This design comes from an exercise in tuning for small area on the open sky130 flow, not from production work. Where RTL was checked, it was by simulation tests only, not by an equivalence proof against the original. For run 7, only the layout was checked, not whether the RTL still works. Power and IR drop assume default switching activity.

==> flow/run.sh <==
#!/bin/bash
# synth_recipe.tcl (not shown) runs the flow's synth.tcl, then flattens the netlist and writes it again
# the make line also repeats each setting of config.mk as NAME=value (left out here)
make -C /OpenROAD-flow-scripts/flow DESIGN_CONFIG=/design/flow/config.mk WORK_HOME=/design/flow/orfs CLKGATE_MAP_FILE= SYNTH_SCRIPT=/design/flow/synth_recipe.tcl finish
==> flow/config.mk <==
export PLATFORM = sky130hd
export DESIGN_NAME = data_mem_responder
export DESIGN_NICKNAME = data_mem_responder
export VERILOG_FILES = /design/flow/design.v
export SDC_FILE = /design/flow/constraint.sdc
export NUM_CORES = 4
export LEC_CHECK = 0
export CAP_MARGIN = 20
export CORE_MARGIN = 2
export CORE_UTILIZATION = 65
export CTS_CLUSTER_DIAMETER = 100
export CTS_CLUSTER_SIZE = 24
export SLEW_MARGIN = 20
export SYNTH_HIERARCHICAL = 1
export SYNTH_MINIMUM_KEEP_SIZE = 0
==> flow/constraint.sdc <==
create_clock -name core_clock -period 6.5 [get_ports {clk}]
set_input_delay 1.3000 -clock core_clock [delete_from_list [all_inputs] [get_ports {clk}]]
set_output_delay 1.3000 -clock core_clock [all_outputs]
set_load 0.01 [all_outputs]
==> flow/design.v <==
module data_mem_responder #(
  parameter int DEPTH   = 64,
  parameter int LATENCY = 2
) (
  input  logic        clk,
  input  logic        reset,
  input  logic        MemReq,
  input  logic        MemWriteM,
  input  logic [31:0] ALUOutM,
  input  logic [31:0] WriteDataM,
  output logic [31:0] ReadData,
  output logic        MemStall,
  output logic        MemDone,
  output logic        AddrErr
);
  localparam int AW = $clog2(DEPTH);
  localparam int NR = DEPTH / 2;
  localparam int RW = AW - 1;
  logic            wait_q, done_q, clr_q;
  logic            pa_q, pb_q, rho_s;
  logic [AW-1:0]   idx_q;
  logic            ok_q, ld_q;
  logic [31:0]     w_q;
  logic [31:0]     rdata_q;
  logic            err_q;
  logic            idle_s, accept_s, addr_ok_s;
  logic [RW-1:0]   ring_s;
  logic            inj_s;
  logic [31:0]     c_s, ra_s, rav_s;
  logic [NR-1:0]   dec_s, set_s, keep_s;
  logic [NR-1:0][31:0] qa_s;
  assign idle_s    = !wait_q && !done_q;
  assign accept_s  = idle_s && MemReq && !reset;
  assign addr_ok_s = (ALUOutM[1:0] == 2'b00) && (ALUOutM[31:AW+2] == '0);
  assign rho_s     = pa_q ^ pb_q;
  assign ring_s = wait_q ? idx_q[AW-1:1] : ALUOutM[AW+1:3];
  assign inj_s  = wait_q ? (!ld_q && ok_q && (idx_q[0] != rho_s))
                         : (accept_s && MemWriteM && addr_ok_s && (ALUOutM[2] != rho_s));
  assign c_s    = (wait_q ? w_q : WriteDataM) ^ {32{pb_q}};
  always_ff @(posedge clk) begin
    if (reset) begin
      wait_q <= 1'b0;
      done_q <= 1'b0;
      pa_q   <= 1'b0;
      pb_q   <= 1'b1;
    end else begin
      wait_q <= idle_s && MemReq;
      done_q <= wait_q;
      pa_q   <= !pb_q;
      pb_q   <= pa_q;
    end
  end
  always_ff @(posedge clk) begin
    clr_q <= reset;
    idx_q <= ALUOutM[AW+1:2];
    ok_q  <= addr_ok_s;
    ld_q  <= !MemWriteM;
    w_q   <= MemWriteM ? WriteDataM : rav_s;
  end
  for (genvar r = 0; r < NR; r++) begin : g_ring
    assign dec_s[r]  = (ring_s == RW'(r));
    assign set_s[r]  = reset || clr_q || (inj_s && dec_s[r]);
    assign keep_s[r] = reset || !(inj_s && dec_s[r]);
    dmr_ring u_ring (.clk(clk), .set(set_s[r]), .keep(keep_s[r]), .c(c_s), .qa(qa_s[r]));
  end
  for (genvar j = 0; j < 32; j++) begin : g_col
    logic [NR-1:0] qcol;
    for (genvar r = 0; r < NR; r++) begin : g_bit
      assign qcol[r] = qa_s[r][j];
    end
    dmr_rdcol #(.N(NR)) u_rd (.q(qcol), .sn(~dec_s), .r(ra_s[j]));
  end
  assign rav_s = ra_s ^ {32{pa_q}};
  logic upd_s, rd_keep_s, rd_late_s, rd_early_s;
  assign upd_s      = !reset && wait_q && ld_q;
  assign rd_keep_s  = !reset && !(wait_q && ld_q);
  assign rd_late_s  = upd_s && ok_q && (idx_q[0] == rho_s);
  assign rd_early_s = upd_s && ok_q && (idx_q[0] != rho_s);
  always_ff @(posedge clk) begin
    rdata_q <= (rdata_q & {32{rd_keep_s}}) | (rav_s & {32{rd_late_s}}) | (w_q & {32{rd_early_s}});
  end
  always_ff @(posedge clk) begin
    if (reset) begin
      err_q <= 1'b0;
    end else if (wait_q && !ok_q) begin
      err_q <= 1'b1;
    end
  end
  assign MemStall = !reset && ((idle_s && MemReq) || wait_q);
  assign MemDone  = done_q;
  assign ReadData = rdata_q;
  assign AddrErr  = err_q;
endmodule
module dmr_ring (
  input  logic        clk,
  input  logic        set,
  input  logic        keep,
  input  logic [31:0] c,
  output logic [31:0] qa
);
  logic [31:0] qb;
  always_ff @(posedge clk) begin
    qa <= ~((qb | {32{set}}) & ({32{keep}} | c));
    qb <= qa;
  end
endmodule
module dmr_rdcol #(
  parameter int N = 32
) (
  input  logic [N-1:0] q,
  input  logic [N-1:0] sn,
  output logic         r
);
  assign r = &(q | sn);
endmodule
==> results.txt, run 1 <==
Status - complete, no violations
Synth Cell Area - 0.0585 sq mm
GRT Total Usage - 37.3%
Largest delay share family, worst path - simple AND/OR/NAND/NOR gates
DR WL/cell - 29.0 um
Avg Cell Area, Syn - 12.3 sq um
Sum Neg Setup Slack - 0 ns
Setup Buffers After CTS - 0
Worst path bufs/invs - 2
Slowest stage cell, crit path - nand2_1
Highest cell delay on the worst timing path - 0.87 ns
H-tree Lvls - 3
Horiz. Die Dim - 304 um
First-pass GRT wire length - 263000 um
Ports - 103
Synth Warn # - 8
Leakage power - 24.6 nW
Seq/Total Area, Yosys - 72.8%
Worst-path clk slew - 0.09 ns
FMAX - 200 MHz
Residual DRC count - 0
Synth top area cells - dfxtp_1 73%, o22ai_1 16%, nor2_1 2.1%
Measured slew at the worst slew-check pin - 1.32 ns
Part of the cycle the worst path needs - 77.1%
Drt via density - 6.76
HP Class - register to register
#FFs+latches synth - 2126
Main combinational cell family by area after synthesis - compound AO/OA/AOI/OAI gates
Rel. slew slack - 11.9%
Critical path arrival - 5.60 ns
Final HPWL DP - 107000 um
Cell variety after synth - 40
Final net count - 4950
Post-route antenna net violation count - 0
DRT Pass-1 Iters - 6
Setup crit end kind - register
Simple-Gate Fraction of Synth Area - 3.85%
Synth-to-layout area growth - 8.89%
Die height - 304 um
Fin Clk Skew - 0.0261 ns
CTS tree - yes
Share of layout cells above drive strength 1 - 7.67%
Clock Path Buffers - 3
Total nets after synthesis - 4818
Vias post-DR - 41000
Kind of critical path - input port to register
Startpoint Class - input port
Cells resized by post-CTS repair - 0
Clk sink count - 2126
Fin. Hold Viols - 0
Iter 0 DRT Violations - 4203
Synth Area in Adders - 0%
Slew Viols, Final - 0
Vias in the first global route - 40600
CP Max Fanout - 17
Syn Inst Count - 4750
Root buf cell - clkbuf_16
Core area - 0.0896 sq mm
GRT Residual Overflow - 0
Num rows - 110
CP cell instances - clkdlybuf4s50_1 -> or3b_2 -> a22oi_1 -> nand2_1 -> buf_4 -> o22ai_1 -> nor2_1 -> nand4_1 -> nor2_1 -> xnor2_1 -> nand2_1 -> o21ai_0 -> o21ai_0
Pwr Total - 22.8 mW
TritonCTS buffer count - 98
Synth Area in Compound Gates - 18.5%
Final setup fails - 0
RSZ-0062 raised after global routing - no
Clock latency on the worst-skew pair - 0.72 ns
Die Area - 0.0924 sq mm
DRT Wirelength - 176000 um
Most frequent cells in the layout - 2123 x dfxtp_1, 1536 x o22ai_1, 327 x nor2_1, 171 x buf_4, 102 x clkdlybuf4s50_1
Synth top area share - 72.8%
Pwr/cell area - 358 mW/mm^2
Max IR drop VDD - 0.232 mV
XOR/XNOR Fraction of Synth Area - 1.07%
Antenna violations before repair - 2
Max cap viols - 0
Post-layout min period - 5.01 ns
Fraction of synthesized area in multiplexers - 0.584%
IO buf count - 102
Pin count of the biggest net entering global routing - 66
Hold_ws - 0.342 ns
Post-synth top area cell - dfxtp_1
Starting Density - 65.3%
Hold buffer count at CTS - 0
Placer Congestion - 0.924
Critical Path RT - 7.09 ns
Leading cell type in the layout, fill and taps excluded - dfxtp_1
-- metal layers --
metal / up-vias / track usage, % / wire length (um) / part of all wire (%)
met5: - / 0.465 / 73 / 0.041
met4: 4 / 12.7 / 5620 / 3.2
met3: 350 / 8.33 / 17500 / 9.9
met2: 1995 / 57.0 / 77800 / 44
met1: 20600 / 52.6 / 75100 / 43
li1: 18100 / - / - / -
-- cell type report --
class	instances	area, sq um
Fill cell	6437	25900
Clock inverter	3	28.8
Tap cell	1176	1470
Timing Repair Buffer	282	2480
Multi-Input combinational cell	2371	14600
Inverter	3	11.3
Antenna cell	2	5.00
Clock buffer	103	2530
Sequential cell	2126	42600
-- modules after synthesis, one instance, submodules excluded, a selection --
module              area [sq um]  flip-flops and latches  times used  cells
data_mem_responder          4840                      78           1    622
dmr_ring                    1530                      64          32    102
-- per-stage QoR --
step	std cells	utilization [%]	cell area, sq um	worst slack [ns]
finish	6066	71.1	63700	1.49
CTS	6060	71.0	63600	1.88
detailed placement	5954	68.1	61000	1.13
global route	6065	71.1	63700	1.42
floorplan	4750	-	58500	2.72
global placement	5954	68.1	61000	1.19
-- registers in the layout, indices dropped and copies added, names as in the netlist --
signal,cells
clr_q,1
done_q,1
err_q,1
g_ring.u_ring.qa,1024
g_ring.u_ring.qb,1024
idx_q,6
ld_q,1
ok_q,1
pa_q,1
pb_q,1
rdata_q,32
w_q,32
wait_q,1
-- power breakdown --
part,total [mW],switching [mW],internal [mW]
clock network,6.68,3.89,2.79
registers,14.1,0.324,13.8
logic,1.99,1.32,0.669
total,22.8,5.54,17.2
-- worst paths after layout --
check	startpoint	end	slack [ns]	depth (start not counted)
max	ALUOutM[4]	rdata_q[31]	1.49	13
min	g_ring[3].u_ring.qa[25]	g_ring[3].u_ring.qb[25]	0.34	0
max reg2reg	wait_q	rdata_q[31]	1.80	12
min reg2reg	g_ring[3].u_ring.qa[25]	g_ring[3].u_ring.qb[25]	0.34	0
-- Yosys cell counts (all sizes together) --
master,count
nor4,6
clkbuf,32
nand3b,7
or2,2
or2b,1
mux2i,33
xnor2,66
inv,3
o211ai,32
or3b,6
mux2,1
nand4,64
or4b,1
nor2b,1
a31oi,32
a21oi,34
and4,1
and2,1
or3,2
and3,2
o22ai,1536
o21ai,96
buf,218
nand3,4
nand2,96
xnor3,2
nor3,1
nor2,328
dfxtp,2126
a22oi,16
-- kinds of logic (layout without fill, tap and decap cells) --
logic type / count (synthesis) / count (layout)
multiplexers: 34 / 34
flip-flops: 2126 / 2126
other: 0 / 2
XOR/XNOR: 68 / 68
AND/OR/NAND/NOR: 523 / 523
AO/OA/AOI/OAI: 1746 / 1746
buffers and inverters: 253 / 391
==> run 2, diff against run 1 <==
==> flow/flow/run.sh (new file) <==
#!/bin/bash
set -euo pipefail
bash standard.sh \
  "CTS_ARGS=-sink_clustering_enable -repair_clock_nets -buf_list sky130_fd_sc_hd__clkbuf_8 -sink_clustering_size 16 -sink_clustering_max_diameter 50 -dont_use_dummy_load" \
  "BUFFER_PORTS_ARGS=-buffer_cell sky130_fd_sc_hd__buf_1" \
  finish > standard_flow.log 2>&1
==> flow/standard.sh (new file) <==
#!/bin/bash
# synth_recipe.tcl (not shown) runs the flow's synth.tcl, then flattens the netlist and writes it again
# the make line also repeats each setting of config.mk as NAME=value (left out here)
make -C /OpenROAD-flow-scripts/flow DESIGN_CONFIG=/design/flow/config.mk WORK_HOME=/design/flow/orfs CLKGATE_MAP_FILE= SYNTH_SCRIPT=/design/flow/synth_recipe.tcl "${@:-finish}"
--- a/flow/config.mk
+++ b/flow/config.mk
@@ -9,3 +9,3 @@
 export CORE_MARGIN = 2
-export CORE_UTILIZATION = 65
+export CORE_UTILIZATION = 75
 export CTS_CLUSTER_DIAMETER = 100
removed: flow/run.sh
==> results.txt, run 2 <==
Status - complete, no violations
Die Area - 0.0802 sq mm (-13%)
Total nets after synthesis - 4818 (unchanged)
Worst Reg-to-Reg Cells - 8 (-4)
Rel. slew slack - 22.0% (+10 points)
Residual DRC count - 0 (unchanged)
Non-Filler Cell Area, Final - 0.0620 sq mm (-2.6%)
Seq/Total Area, Yosys - 72.8% (unchanged)
Horiz. Die Dim - 283 um (-6.8%)
R2r startpoint - wait_q
Measured slew at the worst slew-check pin - 1.16 ns (-0.158 ns)
RSZ-0062 raised after global routing - no
Final net count - 4970 (+0.40%)
First-pass GRT wire length - 252000 um (-4.1%)
Synth top area cells - dfxtp_1 73%, o22ai_1 16%, nor2_1 2.1%
Ports - 103 (unchanged)
GRT Residual Overflow - 0 (unchanged)
Sequential power share - 64.0% (+2.1 points)
TritonCTS buffer count - 154 (+57%)
EDFF count, synth - 0 (unchanged)
Part of the cycle the worst path needs - 70.7% (-6.3 points)
Area post-placement - 0.0598 sq mm (-1.9%)
Starting Density - 75.6% (+10 points)
Top_reg_cell synth - dfxtp_1
Placer Congestion - 0.898 (-2.8%)
Kind of critical path - register to register
CP Max Fanout - 30 (+13)
Clk sink count - 2126 (unchanged)
Leakage power - 24.0 nW (-2.6%)
DRT Pass-1 Iters - 6 (unchanged)
Switching portion of total power - 25.0% (+0.65 points)
H-tree Lvls - 4 (+1)
Pwr Total - 22.0 mW (-3.2%)
Hold buffer count at CTS - 0 (unchanged)
Post-route antenna net violation count - 0 (unchanged)
Final setup fails - 0 (unchanged)
Avg Cell Area, Syn - 12.3 sq um (unchanged)
Cells resized by post-CTS repair - 0 (unchanged)
Max IR drop VDD - 0.331 mV (+43%)
Slew Viols, Final - 0 (unchanged)
Drt via density - 7.02 (+3.9%)
Num rows - 102 (-7.3%)
Synth Warn # - 8 (unchanged)
Hold-critical path depth - 0 (unchanged)
Root buf cell - clkbuf_8
Vias post-DR - 41700 (+1.7%)
Final HPWL DP - 101000 um (-5.3%)
Sum Neg Setup Slack - 0 ns (unchanged)
Antenna violations before repair - 5 (+3)
Setup crit end kind - register
Most frequent cells in the layout - 2123 x dfxtp_1, 1536 x o22ai_1, 326 x nor2_1, 154 x clkbuf_8, 143 x buf_4
DRT Wirelength - 168000 um (-4.6%)
GRT Total Usage - 40.9% (+3.7 points)
Hold Startpoint - g_ring[27].u_ring.qa[21]
Switch Pwr - 5.50 mW (-0.64%)
Vias in the first global route - 41100 (+1.0%)
Clock Path Buffers - 3 (unchanged)
Iter 0 DRT Violations - 4646 (+11%)
Worst-path clk slew - 0.10 ns (about the same)
IO buf count - 102 (unchanged)
Critical path arrival - 5.28 ns (-0.32 ns)
Reg2Reg Setup Slack - 1.90 ns (+0.10 ns)
CTS tree - yes
Asr flop ratio synth - 0% (unchanged)
Setup Buffers After CTS - 0 (unchanged)
Pwr/cell area - 355 mW/mm^2 (-0.63%)
Clock latency on the worst-skew pair - 0.88 ns (+0.16 ns)
Fin Clk Skew - 0.0874 ns (+0.0613 ns)
Comb power frac - 9.0% (+0.2 points)
FMAX - 217 MHz (+9.0%)
Post-layout min period - 4.60 ns (-0.412 ns)
Core area - 0.0773 sq mm (-14%)
HP Class - register to register
#FFs+latches synth - 2126 (unchanged)
Synth top area share - 72.8% (unchanged)
Fillers - 4801 (-25%)
Synth Cell Area - 0.0585 sq mm (unchanged)
Syn Inst Count - 4750 (unchanged)
Fin. Hold Viols - 0 (unchanged)
Leading cell type in the layout, fill and taps excluded - dfxtp_1
Max cap viols - 0 (unchanged)
Clock power share - 27.0% (-2.3 points)
Endpoint of the worst hold path - g_ring[27].u_ring.qb[21]
Most frequent cell after synthesis - dfxtp_1
Fin util - 80.2% (+9.1 points)
Int Pwr - 16.5 mW (-4.1%)
Regs by FF count - g_ring.u_ring.qa: 1024 flops, g_ring.u_ring.qb: 1024 flops
Reg2reg end - g_ring[29].u_ring.qa[6]
Die height - 283 um (-6.8%)
Startpoint Class - register
Synth-to-layout area growth - 6.05%
Critical Path RT - 7.18 ns (+0.09 ns)
DR WL/cell - 28.3 um (-2.6%)
Launch point of the worst path - wait_q
Share of layout cells above drive strength 1 - 7.92% (+0.25 points)
Cell variety after synth - 40 (unchanged)
Post-synth top area cell - dfxtp_1
Commonest cells post-synth - 2126 x dfxtp_1, 1536 x o22ai_1, 328 x nor2_1
Pin count of the biggest net entering global routing - 66 (unchanged)
## run 2: layout make-up
cell class	count	area, sq um	share of cell area [%]
clock buffer	154	2120	3.42
inverter	3	11.3	0.0182
antenna	1	2.50	0.00403
tap	1040	1300	2.10
multi-input combinational	2371	14600	23.5
timing repair buffer	246	1470	2.37
sequential	2126	42600	68.6
## run 2: worst max path at each step
stage	to	slack (ns)	depth (start not counted)
2_1_floorplan	g_ring[30].u_ring.qa[21]	2.72	6
3_5_place_dp	g_ring[29].u_ring.qa[6]	1.63	8
5_1_grt	rdata_q[18]	1.71	13
3_3_place_gp	g_ring[29].u_ring.qa[13]	1.77	8
4_1_cts	g_ring[29].u_ring.qa[6]	2.06	8
6_report	g_ring[29].u_ring.qa[6]	1.90	8
## run 2: modules after synthesis, one instance, submodules excluded, excerpt
| module | copies in the design | cells inside | cell area, sq um |
|---|---|---|---|
| data_mem_responder | 1 | 622 | 4840 |
| dmr_ring | 32 | 102 | 1530 |
## run 2: cell families (layout without fill, tap and decap cells)
| family | Yosys count | count (layout) | share of synthesized area, % |
|---|---|---|---|
| flip-flops | 2126 | 2126 | 72.8 |
| XOR/XNOR | 68 | 68 | 1.07 |
| buffers and inverters | 253 | 403 | 3.20 |
| AO/OA/AOI/OAI | 1746 | 1746 | 18.5 |
| multiplexers | 34 | 34 | 0.584 |
| AND/OR/NAND/NOR | 523 | 523 | 3.85 |
| other | 0 | 1 | 0 |
## run 2: per-stage QoR
step	instances	hold slack [ns]	setup slack [ns]
floorplan	4750	0.332	2.72
global placement	5785	0.332	1.77
detailed placement	5785	0.337	1.63
CTS	5939	0.282	2.06
global route	5941	0.289	1.71
finish	5941	0.290	1.90
## run 2: power by group through the flow
stage          sequential [mW]  combinational [mW]  clock, mW
5_1_grt                   14.2                2.05       6.38
4_1_cts                   14.1                1.89       5.94
3_5_place_dp              14.4                1.88          0
3_3_place_gp              14.4                1.84          0
2_1_floorplan             14.3                1.16          0
6_report                  14.1                1.98       5.95
## run 2: routing by layer
layer / share of wire [%] / routed length [um] / track usage (%) / vias up
li1: - / - / - / 18100
met1: 40 / 66900 / 56.5 / 20600
met2: 45 / 74800 / 62.3 / 2572
met3: 11 / 18000 / 9.02 / 515
met4: 4.9 / 8200 / 18.6 / 6
met5: 0.024 / 41 / 0 / -
## run 2: critical path, stage by stage, from the launching register on
cell     delay (ns)
dfxtp_2        0.79
buf_4          0.55
nand3_1        0.25
a22oi_1        0.61
nand2_1        0.60
buf_4          0.42
o21ai_2        0.67
buf_4          0.39
o22ai_1        0.14
==> run 3, diff against run 2 <==
--- a/flow/config.mk
+++ b/flow/config.mk
@@ -9,3 +9,3 @@
 export CORE_MARGIN = 2
-export CORE_UTILIZATION = 75
+export CORE_UTILIZATION = 70
 export CTS_CLUSTER_DIAMETER = 100
==> results.txt, run 3 <==
Status - complete, no violations
DR WL/cell - 28.1 um (-0.66%)
Post-synth top area cell - dfxtp_1
Fin Clk Skew - 0.0492 ns (-0.0381 ns)
Critical Path RT - 7.21 ns (+0.03 ns)
Slowest stage cell, crit path - dfxtp_2
Final net count - 4980 (+0.20%)
Total nets after synthesis - 4818 (unchanged)
Post-route antenna net violation count - 0 (unchanged)
Ports - 103 (unchanged)
Highest cell delay on the worst timing path - 0.92 ns (+0.13 ns)
Most frequent cells in the layout - 2123 x dfxtp_1, 1536 x o22ai_1, 325 x nor2_1, 156 x clkbuf_8, 149 x buf_4
CP Max Fanout - 36 (+20%)
Seq/Total Area, Yosys - 72.8% (unchanged)
Reg2Reg Setup Slack - 2.30 ns (+0.40 ns)
Root buf cell - clkbuf_8
Leading cell type in the layout, fill and taps excluded - dfxtp_1
R2r startpoint - wait_q
RSZ-0062 raised after global routing - no
Die Area - 0.0859 sq mm (+7.0%)
Hold buffer count at CTS - 0 (unchanged)
Syn Inst Count - 4750 (unchanged)
Synth top area cells - dfxtp_1 73%, o22ai_1 16%, nor2_1 2.1%
Clock Path Buffers - 3 (unchanged)
Synth-to-layout area growth - 6.44%
Placer Congestion - 0.938 (+4.4%)
HP Class - register to register
Hold_ws - 0.317 ns (+0.0271 ns)
CTS tree - yes
Largest delay share family, worst path - simple AND/OR/NAND/NOR gates
Vias post-DR - 40900 (-2.0%)
Reg2reg end - rdata_q[11]
Starting Density - 70.3% (-5.3 points)
GRT Residual Overflow - 0 (unchanged)
Worst-path clk slew - 0.09 ns (about the same)
FMAX - 238 MHz (+9.4%)
Synth Cell Area - 0.0585 sq mm (unchanged)
Endpoint of the worst hold path - g_ring[19].u_ring.qb[21]
Vias in the first global route - 40100 (-2.2%)
Area post-placement - 0.0600 sq mm (+0.31%)
Measured slew at the worst slew-check pin - 1.13 ns (-0.0330 ns)
Die height - 293 um (+3.5%)
H-tree Lvls - 4 (unchanged)
Fin. Hold Viols - 0 (unchanged)
Slew Viols, Final - 0 (unchanged)
Non-Filler Cell Area, Final - 0.0623 sq mm (+0.36%)
Pin count of the biggest net entering global routing - 66 (unchanged)
Core area - 0.0832 sq mm (+7.5%)
Residual DRC count - 0 (unchanged)
IO buf count - 102 (unchanged)
Final non-filler cell total - 5997 (+0.94%)
Sum Neg Setup Slack - 0 ns (unchanged)
Setup crit end kind - register
Clk sink count - 2126 (unchanged)
Asr flop ratio synth - 0% (unchanged)
Synth top area share - 72.8% (unchanged)
Setup Buffers After CTS - 0 (unchanged)
Regs by FF count - g_ring.u_ring.qa: 1024 flops, g_ring.u_ring.qb: 1024 flops
Final HPWL DP - 103000 um (+1.9%)
Worst setup margin - 2.30 ns (+0.396 ns)
Setup Slack @ Placement - 1.76 ns (+0.128 ns)
Kind of critical path - register to register
Part of the cycle the worst path needs - 64.7% (-6.1 points)
Worst Reg-to-Reg Cells - 11 (+3)
EDFF count, synth - 0 (unchanged)
Synth Warn # - 8 (unchanged)
Iter 0 DRT Violations - 4082 (-12%)
First-pass GRT wire length - 251000 um (-0.48%)
Critical path arrival - 4.91 ns (-0.37 ns)
Num rows - 106 (+3.9%)
Fillers - 5831 (+21%)
Clock latency on the worst-skew pair - 0.86 ns (-0.02 ns)
TritonCTS buffer count - 156 (+1.3%)
Share of layout cells above drive strength 1 - 8.13% (+0.21 points)
Rel. slew slack - 24.5% (+2.5 points)
Horiz. Die Dim - 293 um (+3.5%)
Drt via density - 6.82 (-3.0%)
Cell variety after synth - 40 (unchanged)
GRT Total Usage - 38.6% (-2.4 points)
Startpoint Class - register
Hold-critical path depth - 0 (unchanged)
CP cell instances - mux2_2 -> nand2_1 -> buf_4 -> o22ai_1 -> nor2_1 -> nand4_1 -> nor2_1 -> xnor2_1 -> nand2_1 -> o21ai_0 -> o21ai_0
Antenna violations before repair - 4 (-1)
Commonest cells post-synth - 2126 x dfxtp_1, 1536 x o22ai_1, 328 x nor2_1
Hold Startpoint - g_ring[19].u_ring.qa[21]
Post-layout min period - 4.20 ns (-0.396 ns)
Max cap viols - 0 (unchanged)
Pwr Total - 22.1 mW (+0.13%)
Worst path bufs/invs - 1 (-2)
DRT Pass-1 Iters - 6 (unchanged)
Most frequent cell after synthesis - dfxtp_1
#FFs+latches synth - 2126 (unchanged)
Placed insts - 5832 (+0.81%)
Max IR drop VDD - 0.291 mV (-12%)
Top_reg_cell synth - dfxtp_1
Cells resized by post-CTS repair - 0 (unchanged)
Fin util - 74.9% (-5.3 points)
Leakage power - 24.1 nW (+0.30%)
Avg Cell Area, Syn - 12.3 sq um (unchanged)
DRT Wirelength - 168000 um (+0.28%)
Pwr/cell area - 355 mW/mm^2 (-0.23%)
Final setup fails - 0 (unchanged)
-- run 3: cell counts after synthesis --
No cell type changed its count.
-- run 3: Yosys stat by module, one instance, submodules excluded, a selection --
module | cells inside | flops+latches
data_mem_responder | 622 | 78
dmr_ring | 102 | 64
-- run 3: how the worst max path moves through the flow --
stage	from	end	slack, ns	cells past startpoint
finish	wait_q	rdata_q[11]	2.30	11
global route	wait_q	rdata_q[11]	2.10	11
CTS	wait_q	rdata_q[11]	2.40	13
detailed placement	reset	g_ring[4].u_ring.qa[6]	1.76	7
global placement	reset	g_ring[4].u_ring.qa[4]	1.85	7
floorplan	ALUOutM[3]	g_ring[30].u_ring.qa[21]	2.72	6
-- run 3: cell type report --
type / count / area, sq um / area share, %
Clock buffer: 156 / 2150 / 3.45
Multi-Input combinational cell: 2371 / 14600 / 23.5
Sequential cell: 2126 / 42600 / 68.4
Inverter: 3 / 11.3 / 0.0181
Tap cell: 1080 / 1350 / 2.17
Antenna cell: 7 / 17.5 / 0.0281
Timing Repair Buffer: 254 / 1560 / 2.50
-- run 3: cell families (layout without fill, tap and decap cells) --
group / Yosys count / in the layout / synth area share (%)
AO/OA/AOI/OAI: 1746 / 1746 / 18.5
flip-flops: 2126 / 2126 / 72.8
multiplexers: 34 / 34 / 0.584
other: 0 / 7 / 0
AND/OR/NAND/NOR: 523 / 523 / 3.85
XOR/XNOR: 68 / 68 / 1.07
buffers and inverters: 253 / 413 / 3.20
-- run 3: per-layer routing --
metal  track usage, %  vias to the layer above  share of wire [%]
li1                 -                    18100                  -
met1             53.0                    20300                 41
met2             60.1                     2032                 46
met3             7.98                      443                8.8
met4             15.8                        6                4.1
met5                0                        -              0.027
-- run 3: worst register-to-register path, delay by kind of cell, from the launching register on --
kind                   cells  cell delay, ns
AO/OA/AOI/OAI              3            0.33
buffers and inverters      1            0.41
multiplexers               1            0.64
AND/OR/NAND/NOR            5            1.59
flip-flops                 1            0.92
XOR/XNOR                   1            0.17
-- run 3: report_power, final --
part / leakage, nW / switching, mW / internal (mW)
clock: 1.12 / 3.81 / 2.16
sequential: 17.6 / 0.326 / 13.8
combinational: 5.34 / 1.36 / 0.638
total: 24.1 / 5.49 / 16.6
==> run 4, diff against run 3 <==
==> flow/flow/run.sh (replaced) <==
#!/bin/bash
set -euo pipefail
bash standard.sh \
  "CTS_ARGS=-sink_clustering_enable -repair_clock_nets -buf_list sky130_fd_sc_hd__clkbuf_8 -sink_clustering_size 20 -sink_clustering_max_diameter 60 -dont_use_dummy_load" \
  "BUFFER_PORTS_ARGS=-buffer_cell sky130_fd_sc_hd__buf_1" \
  finish > standard_flow.log 2>&1
--- a/flow/config.mk
+++ b/flow/config.mk
@@ -9,3 +9,3 @@
 export CORE_MARGIN = 2
-export CORE_UTILIZATION = 70
+export CORE_UTILIZATION = 75
 export CTS_CLUSTER_DIAMETER = 100
==> results.txt, run 4 <==
Kind of critical path - register to register
Syn Inst Count - 4750 (unchanged)
Measured slew at the worst slew-check pin - 1.19 ns (+0.0600 ns)
Highest cell delay on the worst timing path - 0.79 ns (-0.13 ns)
RSZ-0062 raised after global routing - no
Drt via density - 7.01 (+2.9%)
CP cell instances - buf_4 -> nand3_1 -> a22oi_1 -> nand2_1 -> buf_4 -> o21ai_2 -> buf_4 -> o22ai_1
HP Class - register to register
Total nets after synthesis - 4818 (unchanged)
Iter 0 DRT Violations - 4463 (+9.3%)
Max IR drop VDD - 0.294 mV (+0.85%)
First-pass GRT wire length - 250000 um (-0.16%)
Fin util - 79.6% (+4.7 points)
Synth Cell Area - 0.0585 sq mm (unchanged)
FMAX - 218 MHz (-8.2%)
H-tree Lvls - 3 (-1)
Status - complete, no violations
Most frequent cells in the layout - 2123 x dfxtp_1, 1536 x o22ai_1, 326 x nor2_1, 143 x buf_4, 117 x clkbuf_8
DR WL/cell - 28.2 um (+0.51%)
Ports - 103 (unchanged)
Vias in the first global route - 40600 (+1.1%)
Crit path top cell by count - buf_4
Regs by FF count - g_ring.u_ring.qa: 1024 flops, g_ring.u_ring.qb: 1024 flops
Num rows - 102 (-3.8%)
Slew Viols, Final - 0 (unchanged)
GRT Total Usage - 40.5% (+1.9 points)
Area post-placement - 0.0598 sq mm (-0.31%)
Starting Density - 75.6% (+5.3 points)
Top_reg_cell synth - dfxtp_1
Leading cell type in the layout, fill and taps excluded - dfxtp_1
Sum Neg Setup Slack - 0 ns (unchanged)
Largest delay share family, worst path - compound AO/OA/AOI/OAI gates
Setup crit end kind - register
Seq/Total Area, Yosys - 72.8% (unchanged)
Synth-to-layout area growth - 5.22%
Clk sink count - 2126 (unchanged)
Max cap viols - 0 (unchanged)
Root buf cell - clkbuf_8
Fillers - 4878 (-16%)
Hold buffer count at CTS - 0 (unchanged)
TritonCTS buffer count - 117 (-25%)
Non-Filler Cell Area, Final - 0.0615 sq mm (-1.1%)
Vias post-DR - 41400 (+1.3%)
Residual DRC count - 0 (unchanged)
Final setup fails - 0 (unchanged)
Fin. Hold Viols - 0 (unchanged)
Clock latency on the worst-skew pair - 0.80 ns (-0.06 ns)
Pin count of the biggest net entering global routing - 66 (unchanged)
Worst path bufs/invs - 3 (+2)
Die height - 283 um (-3.3%)
GRT Residual Overflow - 0 (unchanged)
Startpoint Class - register
Core area - 0.0773 sq mm (-7.0%)
Fin Clk Skew - 0.0547 ns (+0.00545 ns)
CTS tree - yes
Slowest stage cell, crit path - dfxtp_2
Antenna violations before repair - 6 (+2)
Post-layout min period - 4.58 ns (+0.376 ns)
CP Max Fanout - 30 (-17%)
Share of layout cells above drive strength 1 - 7.22% (-0.91 points)
Most frequent cell after synthesis - dfxtp_1
Final HPWL DP - 101000 um (-1.8%)
IO buf count - 102 (unchanged)
Placer Congestion - 0.898 (-4.2%)
Horiz. Die Dim - 283 um (-3.3%)
Cells resized by post-CTS repair - 0 (unchanged)
EDFF count, synth - 0 (unchanged)
Worst-path clk slew - 0.12 ns (+0.03 ns)
Synth top area cells - dfxtp_1 73%, o22ai_1 16%, nor2_1 2.1%
#FFs+latches synth - 2126 (unchanged)
Leakage power - 23.8 nW (-1.4%)
Post-synth top area cell - dfxtp_1
Synth Warn # - 8 (unchanged)
Final net count - 4933 (-0.94%)
Hold_ws - 0.326 ns (+0.00884 ns)
Part of the cycle the worst path needs - 70.4% (+5.8 points)
Setup Buffers After CTS - 0 (unchanged)
Rel. slew slack - 20.2% (-4.3 points)
Post-route antenna net violation count - 0 (unchanged)
Clock Path Buffers - 3 (unchanged)
Pwr/cell area - 347 mW/mm^2 (-2.1%)
DRT Pass-1 Iters - 6 (unchanged)
DRT Wirelength - 167000 um (-1.0%)
Synth top area share - 72.8% (unchanged)
Cell variety after synth - 40 (unchanged)
Avg Cell Area, Syn - 12.3 sq um (unchanged)
Critical path arrival - 5.21 ns (+0.30 ns)
Asr flop ratio synth - 0% (unchanged)
Commonest cells post-synth - 2126 x dfxtp_1, 1536 x o22ai_1, 328 x nor2_1
Critical Path RT - 7.13 ns (-0.08 ns)
Die Area - 0.0802 sq mm (-6.6%)
## run 4: worst reg2reg max path: stages (launching register included)
cell and delay, ns:
dfxtp_2 0.79, buf_4 0.55, nand3_1 0.26, a22oi_1 0.59
nand2_1 0.60, buf_4 0.42, o21ai_2 0.70, buf_4 0.40
o22ai_1 0.16
## run 4: final cells by class
class / count / area (sq um) / area share, %
inverters: 3 / 11.3 / 0.0183
multi-input cells: 2371 / 14600 / 23.7
well taps: 1040 / 1300 / 2.11
diodes: 2 / 5.00 / 0.00813
flip-flops and latches: 2126 / 42600 / 69.2
clock buffers: 117 / 1610 / 2.62
repair buffers: 246 / 1480 / 2.41
## run 4: cells by family after synthesis
kind of cell | share of synthesized area, %
xor+xnor | 1.07
simple gates | 3.85
compound gates | 18.5
flops | 72.8
buf+inv | 3.20
mux | 0.584
## run 4: worst paths after layout
path | startpoint | endpoint | slack (ns) | depth (start not counted)
setup reg to reg | wait_q | g_ring[29].u_ring.qa[6] | 1.92 | 8
hold reg to reg | g_ring[20].u_ring.qa[28] | g_ring[20].u_ring.qb[28] | 0.33 | 0
hold / removal | g_ring[20].u_ring.qa[28] | g_ring[20].u_ring.qb[28] | 0.33 | 0
setup / recovery | wait_q | g_ring[29].u_ring.qa[6] | 1.92 | 8
## run 4: routing by layer
layer	GRT usage, %	wire length, um	vias to the layer above
li1	-	-	18000
met2	62.1	74000	2511
met1	56.3	66600	20400
met5	0	46	-
met3	8.62	18200	511
met4	17.2	7850	8
## run 4: where the power goes
group / internal [mW] / switching [mW]
sequential: 13.8 / 0.327
clock: 1.62 / 3.66
combinational: 0.628 / 1.35
## run 4: metrics by stage
stage                     setup slack (ns)  power, mW  cells
final                                 1.92       21.4   5905
after global routing                  1.79       21.9   5904
after CTS                             2.08       21.3   5902
after detailed placement              1.63       16.3   5785
after global placement                1.77       16.2   5785
after floorplan                       2.72       15.4   4750
## run 4: modules after synthesis, one instance, submodules excluded, excerpt
module / flops+latches / area, sq um / cells inside
dmr_ring: 64 / 1530 / 102
data_mem_responder: 78 / 4840 / 622
==> run 5, diff against run 4 <==
--- a/flow/config.mk
+++ b/flow/config.mk
@@ -10,4 +10,2 @@
 export CORE_UTILIZATION = 75
-export CTS_CLUSTER_DIAMETER = 100
-export CTS_CLUSTER_SIZE = 24
 export SLEW_MARGIN = 20
==> results.txt, run 5 <==
Leading cell type in the layout, fill and taps excluded - dfxtp_1
Regs by FF count - g_ring.u_ring.qa: 1024 flops, g_ring.u_ring.qb: 1024 flops
Root buf cell - clkbuf_8
Cell variety after synth - 40 (unchanged)
Highest cell delay on the worst timing path - 0.79 ns (about the same)
Final HPWL DP - 101000 um (unchanged)
DRT Pass-1 Iters - 6 (unchanged)
First-pass GRT wire length - 250000 um (unchanged)
Most frequent cells in the layout - 2123 x dfxtp_1, 1536 x o22ai_1, 326 x nor2_1, 143 x buf_4, 117 x clkbuf_8
Synth-to-layout area growth - 5.22% (unchanged)
Cells resized by post-CTS repair - 0 (unchanged)
Max IR drop VDD - 0.294 mV (unchanged)
Syn Inst Count - 4750 (unchanged)
Worst-path clk slew - 0.12 ns (about the same)
Top_reg_cell synth - dfxtp_1
Worst path bufs/invs - 3 (unchanged)
Clock latency on the worst-skew pair - 0.80 ns (about the same)
Post-layout min period - 4.58 ns (unchanged)
Synth top area cells - dfxtp_1 73%, o22ai_1 16%, nor2_1 2.1%
#FFs+latches synth - 2126 (unchanged)
Slowest stage cell, crit path - dfxtp_2
Ports - 103 (unchanged)
Max cap viols - 0 (unchanged)
CTS tree - yes
Vias post-DR - 41400 (unchanged)
Area post-placement - 0.0598 sq mm (unchanged)
TritonCTS buffer count - 117 (unchanged)
Crit path top cell by count - buf_4
Total nets after synthesis - 4818 (unchanged)
Pwr/cell area - 347 mW/mm^2 (unchanged)
Hold_ws - 0.326 ns (unchanged)
Non-Filler Cell Area, Final - 0.0615 sq mm (unchanged)
Pin count of the biggest net entering global routing - 66 (unchanged)
Asr flop ratio synth - 0% (unchanged)
EDFF count, synth - 0 (unchanged)
Hold buffer count at CTS - 0 (unchanged)
Pwr Total - 21.4 mW (unchanged)
Post-route antenna net violation count - 0 (unchanged)
CP cell instances - buf_4 -> nand3_1 -> a22oi_1 -> nand2_1 -> buf_4 -> o21ai_2 -> buf_4 -> o22ai_1
Residual DRC count - 0 (unchanged)
Leakage power - 23.8 nW (unchanged)
Post-synth top area cell - dfxtp_1
Drt via density - 7.01 (unchanged)
Kind of critical path - register to register
Die Area - 0.0802 sq mm (unchanged)
Num rows - 102 (unchanged)
Critical path arrival - 5.21 ns (about the same)
H-tree Lvls - 3 (unchanged)
Startpoint Class - register
GRT Total Usage - 40.5% (unchanged)
Synth Cell Area - 0.0585 sq mm (unchanged)
Setup crit end kind - register
IO buf count - 102 (unchanged)
Share of layout cells above drive strength 1 - 7.22% (unchanged)
Status - complete, no violations
Sum Neg Setup Slack - 0 ns (unchanged)
Vias in the first global route - 40600 (unchanged)
Synth Warn # - 8 (unchanged)
Antenna violations before repair - 6 (unchanged)
Seq/Total Area, Yosys - 72.8% (unchanged)
Worst setup margin - 1.92 ns (unchanged)
HP Class - register to register
Core area - 0.0773 sq mm (unchanged)
Die height - 283 um (unchanged)
Iter 0 DRT Violations - 4463 (unchanged)
Fin Clk Skew - 0.0547 ns (unchanged)
Setup Slack @ Placement - 1.63 ns (unchanged)
Clock Path Buffers - 3 (unchanged)
Placer Congestion - 0.898 (unchanged)
Largest delay share family, worst path - compound AO/OA/AOI/OAI gates
DR WL/cell - 28.2 um (unchanged)
GRT Residual Overflow - 0 (unchanged)
Fin. Hold Viols - 0 (unchanged)
FMAX - 218 MHz (unchanged)
Critical Path RT - 7.13 ns (about the same)
Final setup fails - 0 (unchanged)
Setup Buffers After CTS - 0 (unchanged)
Avg Cell Area, Syn - 12.3 sq um (unchanged)
Clk sink count - 2126 (unchanged)
Final net count - 4933 (unchanged)
Most frequent cell after synthesis - dfxtp_1
Commonest cells post-synth - 2126 x dfxtp_1, 1536 x o22ai_1, 328 x nor2_1
Slew Viols, Final - 0 (unchanged)
RSZ-0062 raised after global routing - no
Starting Density - 75.6% (unchanged)
Synth top area share - 72.8% (unchanged)
Horiz. Die Dim - 283 um (unchanged)
Rel. slew slack - 20.2% (unchanged)
Measured slew at the worst slew-check pin - 1.19 ns (unchanged)
CP Max Fanout - 30 (unchanged)
Part of the cycle the worst path needs - 70.4% (unchanged)
DRT Wirelength - 167000 um (unchanged)
## run 5: cell counts in the layout (fill, tap and decap cells not counted)
Identical to the previous run, type by type.
## run 5: kinds of logic (layout without fill, tap and decap cells)
group | count (synthesis) | after routing | synth area share [%]
flip-flops | 2126 | 2126 | 72.8
AO/OA/AOI/OAI | 1746 | 1746 | 18.5
AND/OR/NAND/NOR | 523 | 523 | 3.85
buffers and inverters | 253 | 366 | 3.20
XOR/XNOR | 68 | 68 | 1.07
multiplexers | 34 | 34 | 0.584
other | 0 | 2 | 0
## run 5: final timing paths
path                            startpoint                       end  slack [ns]  cells past startpoint
setup / recovery                    wait_q   g_ring[29].u_ring.qa[6]        1.92                      8
hold / removal    g_ring[20].u_ring.qa[28]  g_ring[20].u_ring.qb[28]        0.33                      0
setup reg to reg                    wait_q   g_ring[29].u_ring.qa[6]        1.92                      8
hold reg to reg   g_ring[20].u_ring.qa[28]  g_ring[20].u_ring.qb[28]        0.33                      0
## run 5: layer usage
layer / vias up / global-route usage [%] / share of wire (%)
met2: 2511 / 62.1 / 44
li1: 18000 / - / -
met4: 8 / 17.2 / 4.7
met1: 20400 / 56.3 / 40
met5: - / 0 / 0.028
met3: 511 / 8.62 / 11
## run 5: worst reg2reg max path: cells and delay by family, from the launching register on
kind                   cells  cell delay, ns
DFF                        1            0.79
buffers and inverters      3            1.37
and+or+nand+nor            2            0.86
AOI/OAI and AO/OA          3            1.45
## run 5: power by group
group	internal, mW	switching (mW)	total, mW
combinational	0.628	1.35	1.97
clock	1.62	3.66	5.28
sequential	13.8	0.327	14.1
## run 5: area by class of cell
cell class              instances  area [sq um]
flip-flops and latches       2126         42600
repair buffers                246          1480
clock buffers                 117          1610
multi-input cells            2371         14600
inverters                       3          11.3
well taps                    1040          1300
diodes                          2          5.00
fillers                      4878         15800
## run 5: through the flow
stage	utilization [%]	std cells
after floorplan	-	4750
after global placement	77.3	5785
after detailed placement	77.4	5785
after CTS	79.5	5902
after global routing	79.6	5904
final	79.6	5905
## run 5: modules after synthesis, one instance, submodules excluded, a selection
module / cells inside / flip-flops and latches / cell area (sq um)
data_mem_responder: 622 / 78 / 4840
dmr_ring: 102 / 64 / 1530
==> run 6, diff against run 5 <==
--- a/flow/config.mk
+++ b/flow/config.mk
@@ -7,6 +7,6 @@
 export LEC_CHECK = 0
-export CAP_MARGIN = 20
+export CAP_MARGIN = 10
 export CORE_MARGIN = 2
 export CORE_UTILIZATION = 75
-export SLEW_MARGIN = 20
+export SLEW_MARGIN = 10
 export SYNTH_HIERARCHICAL = 1
==> results.txt, run 6 <==
H-tree Lvls - 3 (unchanged)
Commonest cells post-synth - 2126 x dfxtp_1, 1536 x o22ai_1, 328 x nor2_1
Post-synth top area cell - dfxtp_1
Critical path arrival - 5.21 ns (about the same)
Multi-input logic area - 0.0145 sq mm (-0.48%)
Die height - 283 um (unchanged)
DRT Wirelength - 167000 um (+0.21%)
Synth top area cells - dfxtp_1 73%, o22ai_1 16%, nor2_1 2.1%
Final setup fails - 0 (unchanged)
Residual DRC count - 0 (unchanged)
Syn Inst Count - 4750 (unchanged)
Root buf cell - clkbuf_8
Share of layout cells above drive strength 1 - 7.22% (about the same)
Kind of critical path - register to register
#FFs+latches synth - 2126 (unchanged)
CTS tree - yes
Most frequent cells in the layout - 2123 x dfxtp_1, 1536 x o22ai_1, 327 x nor2_1, 143 x buf_4, 118 x clkbuf_8
GRT Residual Overflow - 0 (unchanged)
Hold_ws - 0.306 ns (-0.0195 ns)
DR WL/cell - 28.3 um (+0.21%)
Clock Path Buffers - 3 (unchanged)
Critical Path RT - 7.13 ns (about the same)
GRT Total Usage - 40.6% (+0.070 points)
Slew Viols, Final - 0 (unchanged)
Starting Density - 75.6% (unchanged)
DRT Pass-1 Iters - 8 (+2)
Antenna violations before repair - 4 (-2)
Startpoint Class - register
Sum Neg Setup Slack - 0 ns (unchanged)
Pwr/cell area - 348 mW/mm^2 (+0.24%)
Setup Buffers After CTS - 0 (unchanged)
Final HPWL DP - 101000 um (about the same)
Die Area - 0.0802 sq mm (unchanged)
FF/Latch Area - 0.0426 sq mm (unchanged)
Rel. slew slack - 13.7% (-6.5 points)
Clock latency on the worst-skew pair - 0.80 ns (about the same)
Fillers - 4902 (+0.49%)
FMAX - 218 MHz (about the same)
Cells resized by post-CTS repair - 0 (unchanged)
Num rows - 102 (unchanged)
Horiz. Die Dim - 283 um (unchanged)
Cell variety after synth - 40 (unchanged)
Clk sink count - 2126 (unchanged)
Seq/Total Area, Yosys - 72.8% (unchanged)
Crit path top cell by count - buf_4
Synth top area share - 72.8% (unchanged)
Leakage power - 23.7 nW (about the same)
Asr flop ratio synth - 0% (unchanged)
RSZ-0062 raised after global routing - no
Synth Warn # - 8 (unchanged)
Pin count of the biggest net entering global routing - 66 (unchanged)
TritonCTS buffer count - 118 (+0.85%)
Max cap viols - 0 (unchanged)
Most frequent cell after synthesis - dfxtp_1
Max IR drop VDD - 0.286 mV (-2.8%)
Synth Cell Area - 0.0585 sq mm (unchanged)
EDFF count, synth - 0 (unchanged)
Vias post-DR - 41400 (-0.085%)
Post-layout min period - 4.58 ns (+0.00406 ns)
First-pass GRT wire length - 251000 um (+0.24%)
Worst-path clk slew - 0.12 ns (about the same)
CP cell instances - buf_4 -> nand3_1 -> a22oi_1 -> nand2_1 -> buf_4 -> o21ai_2 -> buf_4 -> o22ai_1
Post-route antenna net violation count - 0 (unchanged)
Placer Congestion - 0.898 (unchanged)
Setup crit end kind - register
Reg2Reg Setup Slack - 1.92 ns (about the same)
CP Max Fanout - 30 (unchanged)
Part of the cycle the worst path needs - 70.5% (about the same)
Fin. Hold Viols - 0 (unchanged)
Hold buffer count at CTS - 0 (unchanged)
Total nets after synthesis - 4818 (unchanged)
Synth-to-layout area growth - 5.09%
Top_reg_cell synth - dfxtp_1
Regs by FF count - g_ring.u_ring.qa: 1024 flops, g_ring.u_ring.qb: 1024 flops
Core area - 0.0773 sq mm (unchanged)
Fin Clk Skew - 0.0754 ns (+0.0207 ns)
Final net count - 4934 (+0.020%)
HP Class - register to register
IO buf count - 102 (unchanged)
Highest cell delay on the worst timing path - 0.81 ns (+0.02 ns)
Iter 0 DRT Violations - 4595 (+3.0%)
Leading cell type in the layout, fill and taps excluded - dfxtp_1
Slowest stage cell, crit path - dfxtp_2
Ports - 103 (unchanged)
Status - complete, no violations
Vias in the first global route - 40700 (+0.32%)
Avg Cell Area, Syn - 12.3 sq um (unchanged)
Measured slew at the worst slew-check pin - 1.29 ns (+0.0967 ns)
Drt via density - 7.01 (about the same)
## run 6: cell counts after synthesis
Identical to the previous run, type by type.
## run 6: cell type report
class,instances,area share (%)
diodes,1,0.00407
clock buffers,118,2.64
inverters,3,0.0183
multi-input cells,2371,23.6
flip-flops and latches,2126,69.3
well taps,1040,2.12
repair buffers,246,2.39
## run 6: metal layers
metal	vias to the layer above	part of all wire, %	routed length, um	global-route usage, %
li1	18000	-	-	-
met1	20400	40	66700	56.7
met2	2541	45	74400	62.5
met3	491	11	18100	7.73
met4	4	4.7	7790	17.4
met5	-	0.016	27	0
## run 6: cells by family after synthesis
group / after synthesis / synth area share (%)
AND/OR/NAND/NOR: 523 / 3.85
XOR/XNOR: 68 / 1.07
AO/OA/AOI/OAI: 1746 / 18.5
buffers and inverters: 253 / 3.20
flip-flops: 2126 / 72.8
multiplexers: 34 / 0.584
## run 6: per-stage QoR
stage	utilization [%]	setup WS (ns)	cell area, sq um	instances	power, mW
after floorplan	-	2.72	58500	4750	15.4
after global placement	77.3	1.77	59800	5785	16.2
after detailed placement	77.3	1.65	59800	5785	16.3
after CTS	79.4	2.05	61400	5903	21.3
after global routing	79.5	1.76	61500	5905	21.9
final	79.5	1.92	61500	5905	21.4
## run 6: Yosys stat by module, one instance, submodules excluded, a selection
module,times used,area (sq um),flops+latches,cells
data_mem_responder,1,4840,78,622
dmr_ring,32,1530,64,102
## run 6: path summary, 6_finish.rpt
check,from,end,depth (start not counted)
min,g_ring[24].u_ring.qa[24],g_ring[24].u_ring.qb[24],0
max,wait_q,g_ring[29].u_ring.qa[12],8
max reg2reg,wait_q,g_ring[29].u_ring.qa[12],8
min reg2reg,g_ring[24].u_ring.qa[24],g_ring[24].u_ring.qb[24],0
## run 6: report_power, final
part / internal (mW) / switching [mW]
registers: 13.8 / 0.327
clock network: 1.63 / 3.68
logic: 0.620 / 1.35
total: 16.0 / 5.35
## run 6: worst max-delay path: cells and delay by family, from the launching register on
family | cells | cell delay (ns)
buf+inv | 3 | 1.36
compound gates | 3 | 1.39
flops | 1 | 0.81
simple gates | 2 | 0.84
==> run 7, diff against run 6 <==
==> flow/design.v (replaced) <==
module data_mem_responder #(
  parameter int DEPTH   = 64,
  parameter int LATENCY = 2
) (
  input  logic        clk,
  input  logic        reset,
  input  logic        MemReq,
  input  logic        MemWriteM,
  input  logic [31:0] ALUOutM,
  input  logic [31:0] WriteDataM,
  output logic [31:0] ReadData,
  output logic        MemStall,
  output logic        MemDone,
  output logic        AddrErr
);
  localparam int AW = $clog2(DEPTH);
  logic            wait_q, done_q;
  logic            idle_s, accept_s;
  logic            phase_q;
  logic [AW-1:0]   idx_q;
  logic            ok_q, ld_q;
  logic [31:0]     rdata_q;
  logic            err_q;
  logic            addr_ok_s;
  logic [AW-1:0]   widx_s;
  logic            wr_s;
  logic [31:0]     c_s;
  logic [DEPTH-1:0] set_s, keep_s, rsel_s;
  logic [DEPTH-1:0][31:0] mem_q;
  logic [31:0]     rd_s;
  assign idle_s    = !wait_q && !done_q;
  assign accept_s  = idle_s && MemReq && !reset;
  assign addr_ok_s = (ALUOutM[1:0] == 2'b00) && (ALUOutM[31:AW+2] == '0);
  assign widx_s    = ALUOutM[AW+1:2];
  assign wr_s      = accept_s && MemWriteM && addr_ok_s;
  assign c_s       = WriteDataM ^ {32{phase_q}};
  always_ff @(posedge clk) begin
    if (reset) begin
      wait_q  <= 1'b0;
      done_q  <= 1'b0;
      phase_q <= 1'b0;
    end else begin
      wait_q  <= idle_s && MemReq;
      done_q  <= wait_q;
      phase_q <= !phase_q;
    end
  end
  always_ff @(posedge clk) begin
    idx_q <= widx_s;
    ok_q  <= addr_ok_s;
    ld_q  <= !MemWriteM;
  end
  for (genvar i = 0; i < DEPTH; i++) begin : g_row
    assign set_s[i]  = reset || (wr_s && (widx_s == AW'(i)));
    assign keep_s[i] = reset || !(wr_s && (widx_s == AW'(i)));
    assign rsel_s[i] = ok_q && (idx_q == AW'(i));
    dmr_row u_row (.clk(clk), .set(set_s[i]), .keep(keep_s[i]), .c(c_s), .q(mem_q[i]));
  end
  for (genvar j = 0; j < 32; j++) begin : g_col
    logic [DEPTH-1:0] qcol;
    for (genvar i = 0; i < DEPTH; i++) begin : g_bit
      assign qcol[i] = mem_q[i][j];
    end
    dmr_rdcol #(.N(DEPTH)) u_rd (.q(qcol), .sn(~rsel_s), .r(rd_s[j]));
  end
  always_ff @(posedge clk) begin
    if (reset) begin
      rdata_q <= 32'd0;
      err_q   <= 1'b0;
    end else if (wait_q) begin
      if (ld_q) rdata_q <= ok_q ? (rd_s ^ {32{phase_q}}) : 32'd0;
      if (!ok_q) err_q <= 1'b1;
    end
  end
  assign MemStall = !reset && ((idle_s && MemReq) || wait_q);
  assign MemDone  = done_q;
  assign ReadData = rdata_q;
  assign AddrErr  = err_q;
endmodule
module dmr_row (
  input  logic        clk,
  input  logic        set,
  input  logic        keep,
  input  logic [31:0] c,
  output logic [31:0] q
);
  always_ff @(posedge clk) begin
    q <= ~((q | {32{set}}) & ({32{keep}} | c));
  end
endmodule
module dmr_rdcol #(
  parameter int N = 64
) (
  input  logic [N-1:0] q,
  input  logic [N-1:0] sn,
  output logic         r
);
  assign r = &(q | sn);
endmodule
==> flow/run.sh (new file) <==
#!/bin/bash
# synth_recipe.tcl (not shown) runs the flow's synth.tcl, then flattens the netlist and writes it again
# the make line also repeats each setting of config.mk as NAME=value (left out here)
make -C /OpenROAD-flow-scripts/flow DESIGN_CONFIG=/design/flow/config.mk WORK_HOME=/design/flow/orfs CLKGATE_MAP_FILE= SYNTH_SCRIPT=/design/flow/synth_recipe.tcl finish
--- a/flow/config.mk
+++ b/flow/config.mk
@@ -7,6 +7,6 @@
 export LEC_CHECK = 0
-export CAP_MARGIN = 10
+export CAP_MARGIN = 20
 export CORE_MARGIN = 2
-export CORE_UTILIZATION = 75
-export SLEW_MARGIN = 10
+export CORE_UTILIZATION = 40
+export SLEW_MARGIN = 20
 export SYNTH_HIERARCHICAL = 1
removed: flow/flow/run.sh
removed: flow/standard.sh
==> results.txt, run 7 <==
Placer Congestion - 0.970 (+8.0%)
Top_reg_cell synth - dfxtp_1
Post-layout min period - 4.83 ns (+0.246 ns)
Die Area - 0.179 sq mm (+120%)
R2r startpoint - idx_q[3]
Met3 GRT Util - 7.36% (-0.37 points)
Most Crowded Layer GR - met2
Leakage power - 29.4 nW (+24%)
Clock latency on the worst-skew pair - 0.88 ns (+0.08 ns)
Part of the cycle the worst path needs - 74.3% (+3.8 points)
Worst Reg-to-Reg Cells - 11 (+3)
Startpoint Class - register
Comb power frac - 7.2% (-2.0 points)
Ports - 103 (unchanged)
Switch Pwr - 7.02 mW (+31%)
Largest Register - g_row.u_row.q
Highest cell delay on the worst timing path - 0.99 ns (+0.18 ns)
Total nets after synthesis - 6714 (+39%)
Status - complete, no violations
Instance count on the critical path - 11 (+3)
Pwr/cell area - 354 mW/mm^2 (+1.7%)
Horiz. Die Dim - 423 um (+49%)
Fin util - 45.9% (-34 points)
Syn Inst Count - 6646 (+40%)
Share of layout cells above drive strength 1 - 10.1% (+2.9 points)
Synth Warn # - 8 (unchanged)
TritonCTS buffer count - 205 (+74%)
Final net count - 6779 (+37%)
Synth Cell Area - 0.0702 sq mm (+20%)
Setup crit end kind - register
CTS tree - yes
Fin Clk Skew - 0.0478 ns (-0.0276 ns)
Rel. slew slack - 18.1% (+4.3 points)
Most frequent cell after synthesis - o22ai_1
Placed insts - 8826 (+53%)
Vias post-DR - 62800 (+52%)
Critical path arrival - 5.63 ns (+0.42 ns)
Antenna violations before repair - 8 (+4)
Largest delay share family, worst path - simple AND/OR/NAND/NOR gates
Post-synth top area cell - dfxtp_1
Synth top area cells - dfxtp_1 60%, o22ai_1 27%, buf_6 3.1%
Area post-placement - 0.0730 sq mm (+22%)
Most frequent cells in the layout - 3072 x o22ai_1, 2091 x dfxtp_1, 493 x nor2_1, 206 x clkbuf_16, 196 x buf_4
Num rows - 153 (+50%)
Hold buffer count at CTS - 0 (unchanged)
First-pass GRT wire length - 405000 um (+61%)
Max cap viols - 0 (unchanged)
Met1 usage - 38.0% (-19 points)
Setup Buffers After CTS - 0 (unchanged)
Regs by FF count - g_row.u_row.q: 2048 flops, rdata_q: 32 flops, idx_q: 6 flops
DR WL/cell - 30.8 um (+8.7%)
Vias in the first global route - 58000 (+42%)
#FFs+latches synth - 2092 (-1.6%)
Worst setup margin - 1.67 ns (-0.246 ns)
Asr flop ratio synth - 0% (unchanged)
H-tree Lvls - 4 (+1)
Clock power share - 42.6% (+18 points)
Cell variety after synth - 33 (-18%)
Reg2reg end - rdata_q[6]
Final HPWL DP - 170000 um (+68%)
Setup Slack @ Placement - 1.54 ns (-0.105 ns)
Met2 Resource Use GR - 44.6% (-18 points)
Worst path bufs/invs - 1 (-2)
Sequential power share - 50.2% (-16 points)
Max IR drop VDD - 0.285 mV (-0.16%)
Hold_ws - 0.442 ns (+0.136 ns)
Synth top area share - 59.6% (-13 points)
Synth-to-layout area growth - 14.0%
Int Pwr - 21.3 mW (+33%)
EDFF count, synth - 0 (unchanged)
Slew Viols, Final - 0 (unchanged)
Post-route antenna net violation count - 0 (unchanged)
Starting Density - 40.3% (-35 points)
Multi-input logic area - 0.0257 sq mm (+77%)
FF/Latch Area - 0.0419 sq mm (-1.6%)
CP cell instances - nand2b_1 -> nor3_2 -> nand2_1 -> buf_4 -> o22ai_1 -> nor2_1 -> nand4_1 -> nor4_2 -> xor2_1 -> a22oi_1 -> nor2_1
Final non-filler cell total - 9212 (+56%)
IO buf count - 102 (unchanged)
Avg Cell Area, Syn - 10.6 sq um (-14%)
DRT Pass-1 Iters - 8 (unchanged)
Final setup fails - 0 (unchanged)
Seq/Total Area, Yosys - 59.6% (-13 points)
Iter 0 DRT Violations - 7702 (+68%)
DRT Wirelength - 283000 um (+70%)
Hold-critical path depth - 1 (+1)
Die height - 423 um (+49%)
Non-Filler Cell Area, Final - 0.0800 sq mm (+30%)
Clock Path Buffers - 3 (unchanged)
Endpoint of the worst hold path - g_row[47].u_row.q[12]
GRT Total Usage - 30.2% (-10 points)
CP Max Fanout - 23 (-23%)
Max FFs per register - 2048
Switching portion of total power - 24.8% (-0.24 points)
Drt via density - 6.82 (-2.7%)
Kind of critical path - register to register
Reg2Reg Setup Slack - 1.67 ns (-0.25 ns)
Worst-path clk slew - 0.06 ns (-0.06 ns)
Root buf cell - clkbuf_16
Slowest stage cell, crit path - nand2_1
GRT Residual Overflow - 0 (unchanged)
Leading cell type in the layout, fill and taps excluded - o22ai_1
RSZ-0062 raised after global routing - no
Fin. Hold Viols - 0 (unchanged)
Crit path top cell by count - nor2_1
Clk sink count - 2092 (-1.6%)
Commonest cells post-synth - 3072 x o22ai_1, 2092 x dfxtp_1, 493 x nor2_1
Sum Neg Setup Slack - 0 ns (unchanged)
FMAX - 207 MHz (-5.1%)
Fillers - 16100 (+230%)
Pwr Total - 28.3 mW (+32%)
Cells resized by post-CTS repair - 0 (unchanged)
HP Class - register to register
Measured slew at the worst slew-check pin - 1.22 ns (-0.0654 ns)
Critical Path RT - 7.31 ns (+0.18 ns)
Residual DRC count - 0 (unchanged)
Core area - 0.174 sq mm (+130%)
Hold Startpoint - g_row[47].u_row.q[12]
Pin count of the biggest net entering global routing - 70 (+6.1%)
[run 7: cell count changes after synthesis, sizes merged, moves of 34 or more]
| cell | delta |
|---|---|
| o22ai | +1536 |
| buf | +185 |
| nor2 | +165 |
| o21ai | -96 |
| nand3 | +93 |
| nor4 | +82 |
| xnor2 | -66 |
| a31o | +64 |
| xor2 | +64 |
| dfxtp | -34 |
[run 7: worst max-delay path by stage]
stage             startpoint               endpoint  slack (ns)
3_3_place_gp      ALUOutM[5]  g_row[15].u_row.q[12]        1.64
5_1_grt             idx_q[3]            rdata_q[11]        1.87
2_1_floorplan  WriteDataM[0]    g_row[0].u_row.q[0]        2.50
6_report            idx_q[3]             rdata_q[6]        1.67
3_5_place_dp      ALUOutM[5]  g_row[15].u_row.q[20]        1.54
4_1_cts               MemReq               MemStall        1.95
[run 7: layout make-up]
type                    count  share of cell area, %
diodes                      4                 0.0125
well taps                2325                   3.63
clock buffers             317                   7.59
inverters                   5                 0.0235
multi-input cells        4105                   32.1
flip-flops and latches   2092                   52.3
clock inverters            62                   1.06
repair buffers            302                   3.26
[run 7: Yosys stat by module (local to each module, per instance), excerpt]
module              cells inside  area [sq um]  copies in the design
data_mem_responder           502          3850                     1
dmr_row                       70           890                    64
[run 7: kinds of logic (layout without fill, tap and decap cells)]
family / count (synthesis) / count (layout) / share of synthesized area, %
AOI/OAI and AO/OA: 3169 / 3169 / 28.5
xor gates and xnor gates: 64 / 64 / 0.798
buffers and inverters: 449 / 686 / 4.85
DFF: 2092 / 2092 / 59.6
other: 0 / 4 / 0
and+or+nand+nor: 872 / 872 / 6.21
[run 7: per-layer routing]
layer	vias up	routed length, um
met5	-	50
met4	8	24200
met3	845	27700
met2	3583	123000
met1	31400	109000
li1	27000	-
[run 7: power groups by stage]
stage	registers [mW]	logic [mW]	clock network [mW]
after detailed placement	14.5	1.96	0
final	14.2	2.03	12.1
after global routing	14.3	2.10	12.7
after floorplan	14.4	1.33	0
after CTS	14.2	1.96	12.1
after global placement	14.4	1.90	0

what the ideal ports hide:
In the flow no input, the clock included, has a driving cell. The finished layouts below were timed again as built, in two steps. Step 1: set_driving_cell puts a clkbuf_16 on clk and a buf_2 on each other input, an assumption about the parent block. Step 2 adds t to the input delays and takes it off the output delays; t is the mean of the earliest and latest rising clock arrival at the registers after step 1. Input paths then give back, and output paths get back, about the clock's delay inside the block. Three values: no drivers, after step 1, after step 2; two values: the first two.
| run | shift t [ns] | setup WS [ns] | worst setup path at the end | worst register clock-pin slew, ns | pins driven straight from the clock port |
|---|---|---|---|---|---|
| run 1 | 0.780 | 1.489 / 1.537 / 0.757 | input to register | 0.10 / 0.10 | 1 |
| run 2 | 0.900 | 1.901 / 1.901 / 1.344 | input to register | 0.10 / 0.10 | 1 |
| run 3 | 0.901 | 2.297 / 2.297 / 1.610 | input to register | 0.10 / 0.10 | 1 |
| run 4 | 0.839 | 1.921 / 1.921 / 1.358 | input to register | 0.12 / 0.12 | 1 |
| run 5 | 0.839 | 1.921 / 1.921 / 1.358 | input to register | 0.12 / 0.12 | 1 |
| run 6 | 0.832 | 1.917 / 1.917 / 1.414 | input to register | 0.12 / 0.12 | 1 |
| run 7 | 0.941 | 1.672 / 1.672 / 1.332 | input to register | 0.07 / 0.07 | 1 |
After both steps setup and hold are still met in every run listed. The setup slack of run 1, which loses most, moves by +0.048 ns with the drivers and by -0.732 ns with both steps.
